From an optimization exercise on the open Yosys and OpenROAD flow, aimed at small area and a short achievable clock period; shortcuts taken in it are not production practice.
RTL that was checked went through simulation tests only; none was proved equivalent to the original.
The RTL of run 2 was laid out without a check of its function.

==> flow/design.v (outline; a module is shown in full before it is edited, if it fits) <==
// module cic_decim: 2227 lines
// module ddc_core: 2367 lines
module ddc_core
(
    input  logic        ADC_CLK,
    input  logic        RST_N,
    input  logic [11:0] ADC_IN,
    input  logic        ENC_SW,
    input  logic        ENC_DIR,
    input  logic        ENC_CNT,
    input  logic        ENC_CLK,
    input  logic        DATA_ACK,
    output logic [15:0] OUT,
    output logic        DATA_RDY
);
  // ...
==> flow/flow/run.sh <==
#!/bin/bash
# Own layout flow: the standard ORFS flow (standard.sh, unchanged synthesis script and
# constraints) with a few extra ORFS settings:
#  - port buffers are buf_4 cells instead of the default pick,
#  - the resizer may swap cells across footprints,
#  - timing repair aims at a larger setup margin.
set -euo pipefail
bash standard.sh \
  "SETUP_SLACK_MARGIN=${MARGIN:-5.25}" \
  "MATCH_CELL_FOOTPRINT=0" \
  "BUFFER_PORTS_ARGS=-buffer_cell sky130_fd_sc_hd__buf_4" \
  finish > standard_flow.log 2>&1
==> flow/standard.sh <==
#!/bin/bash
# synth_recipe.tcl (not shown) runs the flow's synth.tcl, then flattens the netlist and writes it again
# the make line also repeats each setting of config.mk as NAME=value (left out here)
make -C /OpenROAD-flow-scripts/flow DESIGN_CONFIG=/design/flow/config.mk WORK_HOME=/design/flow/orfs CLKGATE_MAP_FILE= SYNTH_SCRIPT=/design/flow/synth_recipe.tcl "${@:-finish}"
==> flow/config.mk <==
export PLATFORM = sky130hd
export DESIGN_NAME = ddc_core
export DESIGN_NICKNAME = ddc_core
export VERILOG_FILES = /design/flow/design.v
export SDC_FILE = /design/flow/constraint.sdc
export NUM_CORES = 4
export LEC_CHECK = 0
export ABC_AREA = 1
export CAP_MARGIN = 10
export CORE_MARGIN = 2
export CORE_UTILIZATION = 40
export CTS_CLUSTER_DIAMETER = 75
export CTS_CLUSTER_SIZE = 26
export SLEW_MARGIN = 10
==> flow/constraint.sdc <==
create_clock -name core_clock -period 8.0 [get_ports {ADC_CLK}]
set_input_delay 1.6000 -clock core_clock [delete_from_list [all_inputs] [get_ports {ADC_CLK}]]
set_output_delay 1.6000 -clock core_clock [all_outputs]
set_load 0.01 [all_outputs]
==> flow_summary.toml, run 1 <==
[run_status]
outcome = "no timing/DRC/antenna violations"

[synth]
ys_ff_latch = 603
syn-num-nets = 5797
synth_fa_ha_area_share_pct = 18.1
synth_cells = 5253
synth_xor_area_share_pct = 5.96
synth.avg_cell_area_um2 = 8.14

[clocking]
clk_pin_slew_ps = 100
clock_latency_ps = 640
cts_resized = 176

[floorplanning]
io_pins = 36
initial_core_util_pct = 40.5
row_count = 119

[timing]
layout_min_cycle_time_ps = 2810
setup-tns-final_ps = 0
timing.final.ws_setup_ps = 5190
final_max_slew_viol_count = 0
fin_hold_ws_ps = 350
setup_viol = 0

[finish]
multi_input_gates = 3737
final_cell_area_mm2 = 0.0494
fin_cells = 6849
num_antenna_cells = 0
reg_top3 = "u_cic0.u_q (34), u_cic1.u_q (34), u_cic1.w_q (34)"
seq_cells = 603
multiInputGateArea_mm2 = 0.0257
final_cell_mix = "nand2_1 (1,238), inv_1 (692), dfrtp_1 (577), ha_1 (328), nand3_1 (299)"
final_util_pct = 46.8

[worst_hold_path]
min_path_type = "flip-flop to flip-flop"

[worst_setup_path]
worstRegToRegCells = 6
r2r_start = "x3_q[12]"
cp-end-kind = "output pin"
cp_slowest_stage_delay_ps = 430

[place]
gp_congestion = 0.949
dp_slack_ps = 4630
placedCellCount = 6543

[grt]
overflow = 0
met2_usage_pct = 32.4

[flow_run]
max_cap_violations = 0

[route]
wl_mm = 109
wl_met1_mm = 48.3
==> run 2: changes to the inputs <==
--- a/flow/design.v
+++ b/flow/design.v
@@ -1180,82 +1180,82 @@
     assign i1h_sum[11] = i1h_sum_p_449 ^ i1h_sum_G_525;
     assign i1h_sum[12] = i1h_sum_p_450 ^ i1h_sum_G_527;
     assign i1h_sum[13] = i1h_sum_p_451 ^ i1h_sum_G_529;
     assign i1h_sum[14] = i1h_sum_p_452 ^ i1h_sum_G_531;
     assign i1h_sum[15] = i1h_sum_p_453 ^ i1h_sum_G_533;
     assign i1h_sum[16] = i1h_sum_p_454 ^ i1h_sum_G_535;
     logic i2l_sum_p_539;
     logic i2l_sum_g_557;
-    assign i2l_sum_p_539 = i2l_q[0] ^ i1l_q[0];
-    assign i2l_sum_g_557 = i2l_q[0] & i1l_q[0];
+    assign i2l_sum_p_539 = (i2l_q[0] & ~strobe) ^ i1l_q[0];
+    assign i2l_sum_g_557 = (i2l_q[0] & ~strobe) & i1l_q[0];
     logic i2l_sum_p_540;
     logic i2l_sum_g_558;
-    assign i2l_sum_p_540 = i2l_q[1] ^ i1l_q[1];
-    assign i2l_sum_g_558 = i2l_q[1] & i1l_q[1];
+    assign i2l_sum_p_540 = (i2l_q[1] & ~strobe) ^ i1l_q[1];
+    assign i2l_sum_g_558 = (i2l_q[1] & ~strobe) & i1l_q[1];
     logic i2l_sum_p_541;
     logic i2l_sum_g_559;
-    assign i2l_sum_p_541 = i2l_q[2] ^ i1l_q[2];
-    assign i2l_sum_g_559 = i2l_q[2] & i1l_q[2];
+    assign i2l_sum_p_541 = (i2l_q[2] & ~strobe) ^ i1l_q[2];
+    assign i2l_sum_g_559 = (i2l_q[2] & ~strobe) & i1l_q[2];
     logic i2l_sum_p_542;
     logic i2l_sum_g_560;
-    assign i2l_sum_p_542 = i2l_q[3] ^ i1l_q[3];
-    assign i2l_sum_g_560 = i2l_q[3] & i1l_q[3];
+    assign i2l_sum_p_542 = (i2l_q[3] & ~strobe) ^ i1l_q[3];
+    assign i2l_sum_g_560 = (i2l_q[3] & ~strobe) & i1l_q[3];
     logic i2l_sum_p_543;
     logic i2l_sum_g_561;
-    assign i2l_sum_p_543 = i2l_q[4] ^ i1l_q[4];
-    assign i2l_sum_g_561 = i2l_q[4] & i1l_q[4];
+    assign i2l_sum_p_543 = (i2l_q[4] & ~strobe) ^ i1l_q[4];
+    assign i2l_sum_g_561 = (i2l_q[4] & ~strobe) & i1l_q[4];
     logic i2l_sum_p_544;
     logic i2l_sum_g_562;
-    assign i2l_sum_p_544 = i2l_q[5] ^ i1l_q[5];
-    assign i2l_sum_g_562 = i2l_q[5] & i1l_q[5];
+    assign i2l_sum_p_544 = (i2l_q[5] & ~strobe) ^ i1l_q[5];
+    assign i2l_sum_g_562 = (i2l_q[5] & ~strobe) & i1l_q[5];
     logic i2l_sum_p_545;
     logic i2l_sum_g_563;
-    assign i2l_sum_p_545 = i2l_q[6] ^ i1l_q[6];
-    assign i2l_sum_g_563 = i2l_q[6] & i1l_q[6];
+    assign i2l_sum_p_545 = (i2l_q[6] & ~strobe) ^ i1l_q[6];
+    assign i2l_sum_g_563 = (i2l_q[6] & ~strobe) & i1l_q[6];
     logic i2l_sum_p_546;
     logic i2l_sum_g_564;
-    assign i2l_sum_p_546 = i2l_q[7] ^ i1l_q[7];
-    assign i2l_sum_g_564 = i2l_q[7] & i1l_q[7];
+    assign i2l_sum_p_546 = (i2l_q[7] & ~strobe) ^ i1l_q[7];
+    assign i2l_sum_g_564 = (i2l_q[7] & ~strobe) & i1l_q[7];
     logic i2l_sum_p_547;
     logic i2l_sum_g_565;
-    assign i2l_sum_p_547 = i2l_q[8] ^ i1l_q[8];
-    assign i2l_sum_g_565 = i2l_q[8] & i1l_q[8];
+    assign i2l_sum_p_547 = (i2l_q[8] & ~strobe) ^ i1l_q[8];
+    assign i2l_sum_g_565 = (i2l_q[8] & ~strobe) & i1l_q[8];
     logic i2l_sum_p_548;
     logic i2l_sum_g_566;
-    assign i2l_sum_p_548 = i2l_q[9] ^ i1l_q[9];
-    assign i2l_sum_g_566 = i2l_q[9] & i1l_q[9];
+    assign i2l_sum_p_548 = (i2l_q[9] & ~strobe) ^ i1l_q[9];
+    assign i2l_sum_g_566 = (i2l_q[9] & ~strobe) & i1l_q[9];
     logic i2l_sum_p_549;
     logic i2l_sum_g_567;
-    assign i2l_sum_p_549 = i2l_q[10] ^ i1l_q[10];
-    assign i2l_sum_g_567 = i2l_q[10] & i1l_q[10];
+    assign i2l_sum_p_549 = (i2l_q[10] & ~strobe) ^ i1l_q[10];
+    assign i2l_sum_g_567 = (i2l_q[10] & ~strobe) & i1l_q[10];
     logic i2l_sum_p_550;
     logic i2l_sum_g_568;
-    assign i2l_sum_p_550 = i2l_q[11] ^ i1l_q[11];
-    assign i2l_sum_g_568 = i2l_q[11] & i1l_q[11];
+    assign i2l_sum_p_550 = (i2l_q[11] & ~strobe) ^ i1l_q[11];
+    assign i2l_sum_g_568 = (i2l_q[11] & ~strobe) & i1l_q[11];
     logic i2l_sum_p_551;
     logic i2l_sum_g_569;
-    assign i2l_sum_p_551 = i2l_q[12] ^ i1l_q[12];
-    assign i2l_sum_g_569 = i2l_q[12] & i1l_q[12];
+    assign i2l_sum_p_551 = (i2l_q[12] & ~strobe) ^ i1l_q[12];
+    assign i2l_sum_g_569 = (i2l_q[12] & ~strobe) & i1l_q[12];
     logic i2l_sum_p_552;
     logic i2l_sum_g_570;
-    assign i2l_sum_p_552 = i2l_q[13] ^ i1l_q[13];
-    assign i2l_sum_g_570 = i2l_q[13] & i1l_q[13];
+    assign i2l_sum_p_552 = (i2l_q[13] & ~strobe) ^ i1l_q[13];
+    assign i2l_sum_g_570 = (i2l_q[13] & ~strobe) & i1l_q[13];
     logic i2l_sum_p_553;
     logic i2l_sum_g_571;
-    assign i2l_sum_p_553 = i2l_q[14] ^ i1l_q[14];
-    assign i2l_sum_g_571 = i2l_q[14] & i1l_q[14];
+    assign i2l_sum_p_553 = (i2l_q[14] & ~strobe) ^ i1l_q[14];
+    assign i2l_sum_g_571 = (i2l_q[14] & ~strobe) & i1l_q[14];
     logic i2l_sum_p_554;
     logic i2l_sum_g_572;
-    assign i2l_sum_p_554 = i2l_q[15] ^ i1l_q[15];
-    assign i2l_sum_g_572 = i2l_q[15] & i1l_q[15];
+    assign i2l_sum_p_554 = (i2l_q[15] & ~strobe) ^ i1l_q[15];
+    assign i2l_sum_g_572 = (i2l_q[15] & ~strobe) & i1l_q[15];
     logic i2l_sum_p_555;
     logic i2l_sum_g_573;
-    assign i2l_sum_p_555 = i2l_q[16] ^ i1l_q[16];
-    assign i2l_sum_g_573 = i2l_q[16] & i1l_q[16];
+    assign i2l_sum_p_555 = (i2l_q[16] & ~strobe) ^ i1l_q[16];
+    assign i2l_sum_g_573 = (i2l_q[16] & ~strobe) & i1l_q[16];
     logic i2l_sum_p_556;
     logic i2l_sum_g_574;
     assign i2l_sum_p_556 = 1'b0 ^ 1'b0;
     assign i2l_sum_g_574 = 1'b0 & 1'b0;
     logic i2l_sum_G_575;
     assign i2l_sum_G_575 = i2l_sum_g_558 | (i2l_sum_p_540 & i2l_sum_g_557);
     logic i2l_sum_P_576;
     assign i2l_sum_P_576 = i2l_sum_p_540 & i2l_sum_p_539;
@@ -1411,82 +1411,82 @@
     assign i2l_sum[12] = i2l_sum_p_551 ^ i2l_sum_G_631;
     assign i2l_sum[13] = i2l_sum_p_552 ^ i2l_sum_G_633;
     assign i2l_sum[14] = i2l_sum_p_553 ^ i2l_sum_G_635;
     assign i2l_sum[15] = i2l_sum_p_554 ^ i2l_sum_G_637;
     assign i2l_sum[16] = i2l_sum_p_555 ^ i2l_sum_G_639;
     assign i2l_sum[17] = i2l_sum_p_556 ^ i2l_sum_G_641;
     logic i2h_sum_p_645;
     logic i2h_sum_g_662;
-    assign i2h_sum_p_645 = i2h_q[0] ^ i1h_q[0];
-    assign i2h_sum_g_662 = i2h_q[0] & i1h_q[0];
+    assign i2h_sum_p_645 = (i2h_q[0] & ~dumph_q) ^ i1h_q[0];
+    assign i2h_sum_g_662 = (i2h_q[0] & ~dumph_q) & i1h_q[0];
     logic i2h_sum_p_646;
     logic i2h_sum_g_663;
-    assign i2h_sum_p_646 = i2h_q[1] ^ i1h_q[1];
-    assign i2h_sum_g_663 = i2h_q[1] & i1h_q[1];
+    assign i2h_sum_p_646 = (i2h_q[1] & ~dumph_q) ^ i1h_q[1];
+    assign i2h_sum_g_663 = (i2h_q[1] & ~dumph_q) & i1h_q[1];
     logic i2h_sum_p_647;
     logic i2h_sum_g_664;
-    assign i2h_sum_p_647 = i2h_q[2] ^ i1h_q[2];
-    assign i2h_sum_g_664 = i2h_q[2] & i1h_q[2];
+    assign i2h_sum_p_647 = (i2h_q[2] & ~dumph_q) ^ i1h_q[2];
+    assign i2h_sum_g_664 = (i2h_q[2] & ~dumph_q) & i1h_q[2];
     logic i2h_sum_p_648;
     logic i2h_sum_g_665;
-    assign i2h_sum_p_648 = i2h_q[3] ^ i1h_q[3];
-    assign i2h_sum_g_665 = i2h_q[3] & i1h_q[3];
+    assign i2h_sum_p_648 = (i2h_q[3] & ~dumph_q) ^ i1h_q[3];
+    assign i2h_sum_g_665 = (i2h_q[3] & ~dumph_q) & i1h_q[3];
     logic i2h_sum_p_649;
     logic i2h_sum_g_666;
-    assign i2h_sum_p_649 = i2h_q[4] ^ i1h_q[4];
-    assign i2h_sum_g_666 = i2h_q[4] & i1h_q[4];
+    assign i2h_sum_p_649 = (i2h_q[4] & ~dumph_q) ^ i1h_q[4];
+    assign i2h_sum_g_666 = (i2h_q[4] & ~dumph_q) & i1h_q[4];
     logic i2h_sum_p_650;
     logic i2h_sum_g_667;
-    assign i2h_sum_p_650 = i2h_q[5] ^ i1h_q[5];
-    assign i2h_sum_g_667 = i2h_q[5] & i1h_q[5];
+    assign i2h_sum_p_650 = (i2h_q[5] & ~dumph_q) ^ i1h_q[5];
+    assign i2h_sum_g_667 = (i2h_q[5] & ~dumph_q) & i1h_q[5];
     logic i2h_sum_p_651;
     logic i2h_sum_g_668;
-    assign i2h_sum_p_651 = i2h_q[6] ^ i1h_q[6];
-    assign i2h_sum_g_668 = i2h_q[6] & i1h_q[6];
+    assign i2h_sum_p_651 = (i2h_q[6] & ~dumph_q) ^ i1h_q[6];
+    assign i2h_sum_g_668 = (i2h_q[6] & ~dumph_q) & i1h_q[6];
     logic i2h_sum_p_652;
     logic i2h_sum_g_669;
-    assign i2h_sum_p_652 = i2h_q[7] ^ i1h_q[7];
-    assign i2h_sum_g_669 = i2h_q[7] & i1h_q[7];
+    assign i2h_sum_p_652 = (i2h_q[7] & ~dumph_q) ^ i1h_q[7];
+    assign i2h_sum_g_669 = (i2h_q[7] & ~dumph_q) & i1h_q[7];
     logic i2h_sum_p_653;
     logic i2h_sum_g_670;
-    assign i2h_sum_p_653 = i2h_q[8] ^ i1h_q[8];
-    assign i2h_sum_g_670 = i2h_q[8] & i1h_q[8];
+    assign i2h_sum_p_653 = (i2h_q[8] & ~dumph_q) ^ i1h_q[8];
+    assign i2h_sum_g_670 = (i2h_q[8] & ~dumph_q) & i1h_q[8];
     logic i2h_sum_p_654;
     logic i2h_sum_g_671;
-    assign i2h_sum_p_654 = i2h_q[9] ^ i1h_q[9];
-    assign i2h_sum_g_671 = i2h_q[9] & i1h_q[9];
+    assign i2h_sum_p_654 = (i2h_q[9] & ~dumph_q) ^ i1h_q[9];
+    assign i2h_sum_g_671 = (i2h_q[9] & ~dumph_q) & i1h_q[9];
     logic i2h_sum_p_655;
     logic i2h_sum_g_672;
-    assign i2h_sum_p_655 = i2h_q[10] ^ i1h_q[10];
-    assign i2h_sum_g_672 = i2h_q[10] & i1h_q[10];
+    assign i2h_sum_p_655 = (i2h_q[10] & ~dumph_q) ^ i1h_q[10];
+    assign i2h_sum_g_672 = (i2h_q[10] & ~dumph_q) & i1h_q[10];
     logic i2h_sum_p_656;
     logic i2h_sum_g_673;
-    assign i2h_sum_p_656 = i2h_q[11] ^ i1h_q[11];
-    assign i2h_sum_g_673 = i2h_q[11] & i1h_q[11];
+    assign i2h_sum_p_656 = (i2h_q[11] & ~dumph_q) ^ i1h_q[11];
+    assign i2h_sum_g_673 = (i2h_q[11] & ~dumph_q) & i1h_q[11];
     logic i2h_sum_p_657;
     logic i2h_sum_g_674;
-    assign i2h_sum_p_657 = i2h_q[12] ^ i1h_q[12];
-    assign i2h_sum_g_674 = i2h_q[12] & i1h_q[12];
+    assign i2h_sum_p_657 = (i2h_q[12] & ~dumph_q) ^ i1h_q[12];
+    assign i2h_sum_g_674 = (i2h_q[12] & ~dumph_q) & i1h_q[12];
     logic i2h_sum_p_658;
     logic i2h_sum_g_675;
-    assign i2h_sum_p_658 = i2h_q[13] ^ i1h_q[13];
-    assign i2h_sum_g_675 = i2h_q[13] & i1h_q[13];
+    assign i2h_sum_p_658 = (i2h_q[13] & ~dumph_q) ^ i1h_q[13];
+    assign i2h_sum_g_675 = (i2h_q[13] & ~dumph_q) & i1h_q[13];
     logic i2h_sum_p_659;
     logic i2h_sum_g_676;
-    assign i2h_sum_p_659 = i2h_q[14] ^ i1h_q[14];
-    assign i2h_sum_g_676 = i2h_q[14] & i1h_q[14];
+    assign i2h_sum_p_659 = (i2h_q[14] & ~dumph_q) ^ i1h_q[14];
+    assign i2h_sum_g_676 = (i2h_q[14] & ~dumph_q) & i1h_q[14];
     logic i2h_sum_p_660;
     logic i2h_sum_g_677;
-    assign i2h_sum_p_660 = i2h_q[15] ^ i1h_q[15];
-    assign i2h_sum_g_677 = i2h_q[15] & i1h_q[15];
+    assign i2h_sum_p_660 = (i2h_q[15] & ~dumph_q) ^ i1h_q[15];
+    assign i2h_sum_g_677 = (i2h_q[15] & ~dumph_q) & i1h_q[15];
     logic i2h_sum_p_661;
     logic i2h_sum_g_678;
-    assign i2h_sum_p_661 = i2h_q[16] ^ i1h_q[16];
-    assign i2h_sum_g_678 = i2h_q[16] & i1h_q[16];
+    assign i2h_sum_p_661 = (i2h_q[16] & ~dumph_q) ^ i1h_q[16];
+    assign i2h_sum_g_678 = (i2h_q[16] & ~dumph_q) & i1h_q[16];
     logic i2h_sum_g0_679;
     assign i2h_sum_g0_679 = i2h_sum_g_662 | (i2h_sum_p_645 & i2c_q);
     logic i2h_sum_G_680;
     assign i2h_sum_G_680 = i2h_sum_g_663 | (i2h_sum_p_646 & i2h_sum_g0_679);
     logic i2h_sum_P_681;
     assign i2h_sum_P_681 = i2h_sum_p_646 & i2h_sum_p_645;
     logic i2h_sum_G_682;
     assign i2h_sum_G_682 = i2h_sum_g_665 | (i2h_sum_p_648 & i2h_sum_g_664);
@@ -2214,19 +2214,19 @@
             i0l_q   <= i0l_sum[16:0];
             i0c_a_q <= i0c_a_d;
             i0c_b_q <= i0c_b_d;
             i0v_q   <= dv;
             i0h_q   <= i0h_sum;
             i1l_q   <= i1l_sum[16:0];
             i1c_q   <= i1l_sum[17];
             i1h_q   <= i1h_sum;
-            i2l_q   <= strobe ? i1l_q : i2l_sum[16:0];
-            i2c_q   <= strobe ? 1'b0 : i2l_sum[17];
-            i2h_q   <= dumph_q ? i1h_q : i2h_sum;
+            i2l_q   <= i2l_sum[16:0];
+            i2c_q   <= i2l_sum[17];
+            i2h_q   <= i2h_sum;
             dumph_q <= strobe;
             if (strobe) begin
                 u_q <= {i2h_sum, i2l_q};
             end else if (ser) begin
                 u_q  <= {su[0], u_q[33:1]};
                 w_q  <= {xb, w_q[33:1]};
                 xp_q <= xb;
                 cu_q <= su[1];
==> flow/config.mk (replaced) <==
export PLATFORM = sky130hd
export DESIGN_NAME = ddc_core
export DESIGN_NICKNAME = ddc_core
export VERILOG_FILES = /design/flow/design.v
export SDC_FILE = /design/flow/constraint.sdc
export NUM_CORES = 4
export LEC_CHECK = 0
export ABC_AREA = 1
export CAP_MARGIN = 20
export CORE_MARGIN = 2
export CORE_UTILIZATION = 40
export CTS_CLUSTER_DIAMETER = 60
export CTS_CLUSTER_SIZE = 20
export SLEW_MARGIN = 20
==> run 2 against run 1 <==
  * Critical path type is now flip-flop to flip-flop
  * Routed wire length shrank 2.7%
  * Synthesized cell count shrank 1.4%
  * Register-to-register slack lost 130 ps
  * Die area shrank 0.49%
  * Area after synthesis shrank 0.50%
==> flow_summary.toml, run 2 <==
[route]
dr.pass1.iters = 27
drc = 0
num_vias = 35190
drt-vias-per-instance = 5.17
post_drt_wl_per_cell_um = 15.5
drt_first_iter_violations = 2367
postRouteAntennaNets = 0
wl_mm = 106

[timing]
period_share_pct = 35.6
finClkSkew_ps = 24.0
slew_headroom_pct = 35.6
timing.final.ws_setup_ps = 5150
worst_pin_slew_ps = 965
final_max_slew_viol_count = 0
rsz0062_at_grt = "yes"
setup_viol = 0
setup-tns-final_ps = 0
max_freq_mhz = 351
layout_min_cycle_time_ps = 2850
hold_viol = 0

[synth]
synth_xor_area_share_pct = 6.73
syn-num-nets = 5727
async_flop_share_pct = 100
netlist_top_cells_area = "dfrtp_1 (35%), ha_1 (11%), nand2_1 (10%)"
synth_simple_gate_area_share_pct = 18.4
yosys_warnings = 2
synth_top_family_by_area = "simple AND/OR/NAND/NOR gates"
synthTopCellsByCount = "nand2_1 (1,150), inv_1 (775), dfrtp_1 (603)"
yosysSeqAreaShare_pct = 35.5
synth_area_mm2 = 0.0425
ys_ff_latch = 603
synth_cells = 5180
synth_top_area_share_pct = 35.5
synth_edf_count = 0
synth.distinct_cells = 58
synth-main-ff-cell = "dfrtp_1"
synth_fa_ha_area_share_pct = 18.3
synth_top_cell_by_area = "dfrtp_1"
synthMuxAreaShare_pct = 0
synth_compound_area_share_pct = 12.5
synth.most_common_cell = "nand2_1"
synth.avg_cell_area_um2 = 8.21

[grt]
overflow = 0
antenna_found_initial = 0
grt_pass1_wl_mm = 172
first_global_vias = 34056
grt_max_degree = 168
track_usage_pct = 19.2

[floorplanning]
dieArea_mm2 = 0.109
dieWidth_um = 330
coreArea_mm2 = 0.105
row_count = 119
io_pins = 36
die-height_um = 330
initial_core_util_pct = 40.3

[finish]
seq_area_mm2 = 0.0151
final_common_cell = "nand2_1"
num-fill-cells = 10079
drive_gt1_share_pct = 14.2
area_growth_pct = 17.5
final_nets = 5910
reg_top3 = "u_cic0.u_q (34), u_cic1.u_q (34), u_cic1.w_q (34)"
final_util_pct = 47.4
num_antenna_cells = 0
multiInputGateArea_mm2 = 0.0253
final_cell_mix = "nand2_1 (1,111), inv_1 (736), dfrtp_1 (572), ha_1 (336), nand3_1 (314)"

[clocking]
clock_latency_ps = 620
cts_sinks = 603
clk_path_buf_depth = 3
clk_pin_slew_ps = 70
cts.htree.levels = 3
cts-root-buf = "clkbuf_16"
cts_tree = "built"
cts_made_buffers = 68
holdBufCountCts = 0

[worst_setup_path]
critPathSlowestCell = "dfrtp_1"
cp_slowest_stage_delay_ps = 570
crit_type = "flip-flop to flip-flop"
crit_path_cell_trace = "a221oi_2, xor2_1, ha_1, inv_1, o22ai_1, o32ai_2, ha_1, nand2_1, nor2_1, nand3_1, o211ai_1, xor2_1"
worstRegToRegCells = 12
worstPathArrival_ps = 3340
crit_family = "compound AO/OA/AOI/OAI gates"
reg2reg_slack_ps = 5150
r2r_start = "x3_q[6]"
cp_data_required_time_ps = 8490
path_buf_inv = 1
startpoint = "x3_q[6]"
start_kind = "flip-flop"
critPathMaxFanout = 8
cp-end-kind = "flip-flop"
worstReg2RegEnd = "mk1_q0"

[worst_hold_path]
min_from = "meta_q[3]"
holdPathStages = 0
min_path_type = "flip-flop to flip-flop"
hold-path-endpoint = "sync_q[3]"

[flow_run]
max_cap_violations = 0

[run_status]
outcome = "no timing/DRC/antenna violations"

[place]
dp_hpwl_mm = 73.9
dp_slack_ps = 4150
numPortBuffers = 35
gp_congestion = 0.927
run 2: logic make-up (layout without fill, tap and decap cells):
kind of cell    after synthesis  count (layout)
fa+ha+maj                   528             528
other cells                   1               1
simple gates               1910            1911
buf+inv                     951            1183
compound gates              865             865
xor+xnor                    322             322
flops                       603             603
run 2: area by class of cell:
class | instances | share of cell area [%]
multi-input cells | 3627 | 50.5
inverters | 802 | 6.29
flip-flops and latches | 603 | 30.3
clock buffers | 77 | 3.62
repair inverters | 2 | 0.0250
clock inverters | 43 | 1.13
well taps | 1391 | 3.48
repair buffers | 259 | 4.63
run 2: repair_timing:
| item | in CTS | in global routing |
|---|---|---|
| pin swaps | 23 | 97 |
| gates cloned | 4 | 2 |
| resized for setup | 176 | 269 |
| endpoints found under the setup margin | 316 | 188 |
| buffers inserted | 94 | 107 |
run 2: worst max-delay path by stage:
stage                             to  cells after the start  slack [ps]
global route                  mk1_q0                     14        5030
CTS                 u_cic1.i2l_q[16]                     11        5100
finish                        mk1_q0                     12        5150
floorplan                   x3_q[12]                     10        5160
detailed placement  u_cic1.i2l_q[16]                     17        4150
global placement    u_cic1.i2l_q[16]                     17        4200
run 2: metal layers:
metal  wire length [um]  share of wire, %  vias up  GRT usage, %
met5                  0                 0        -             0
met4               3980               3.8        0          6.66
met3               4770               4.5      296          3.02
met2              50000                47      842          31.8
met1              47000                44    16754          25.4
li1                   -                 -    17298             -
run 2: through the flow:
step | cell area [um^2] | cells | hold WS [ps]
final | 50000 | 6804 | 349
after global routing | 50000 | 6804 | 353
after detailed placement | 44200 | 6477 | 339
after CTS | 48000 | 6695 | 352
after floorplan | 42600 | 5180 | 331
after global placement | 44200 | 6477 | 334

## re-timing with driven ports
In the flow no input, the clock included, has a driving cell. The finished layouts below were timed again as built, in two steps.
Step 1 (the two cells are an assumption about what drives the block):
set clk [get_ports {ADC_CLK}]
set_driving_cell -lib_cell sky130_fd_sc_hd__clkbuf_16 $clk
set_driving_cell -lib_cell sky130_fd_sc_hd__buf_2 [delete_from_list [all_inputs] $clk]
Step 2, shift: input delay + t, output delay - t, t = (earliest + latest rising clock arrival at the registers) / 2. This alone moves slack from input paths to output paths.
a / b / c = no drivers / after step 1 / after step 2; a / b = the first two.
| run | shift t [ns] | setup slack, ns | worst setup path at the end |
|---|---|---|---|
| run 1 | 0.689 | 5.191 / 5.124 / 4.840 | input, reset recovery |
| run 2 | 0.679 | 5.150 / 5.134 / 4.841 | input to register |
After both steps setup and hold are still met in every run listed. The setup slack of run 1, which loses most, moves by -0.067 ns with the drivers and by -0.351 ns with both steps. Setup slack includes reset recovery checks.
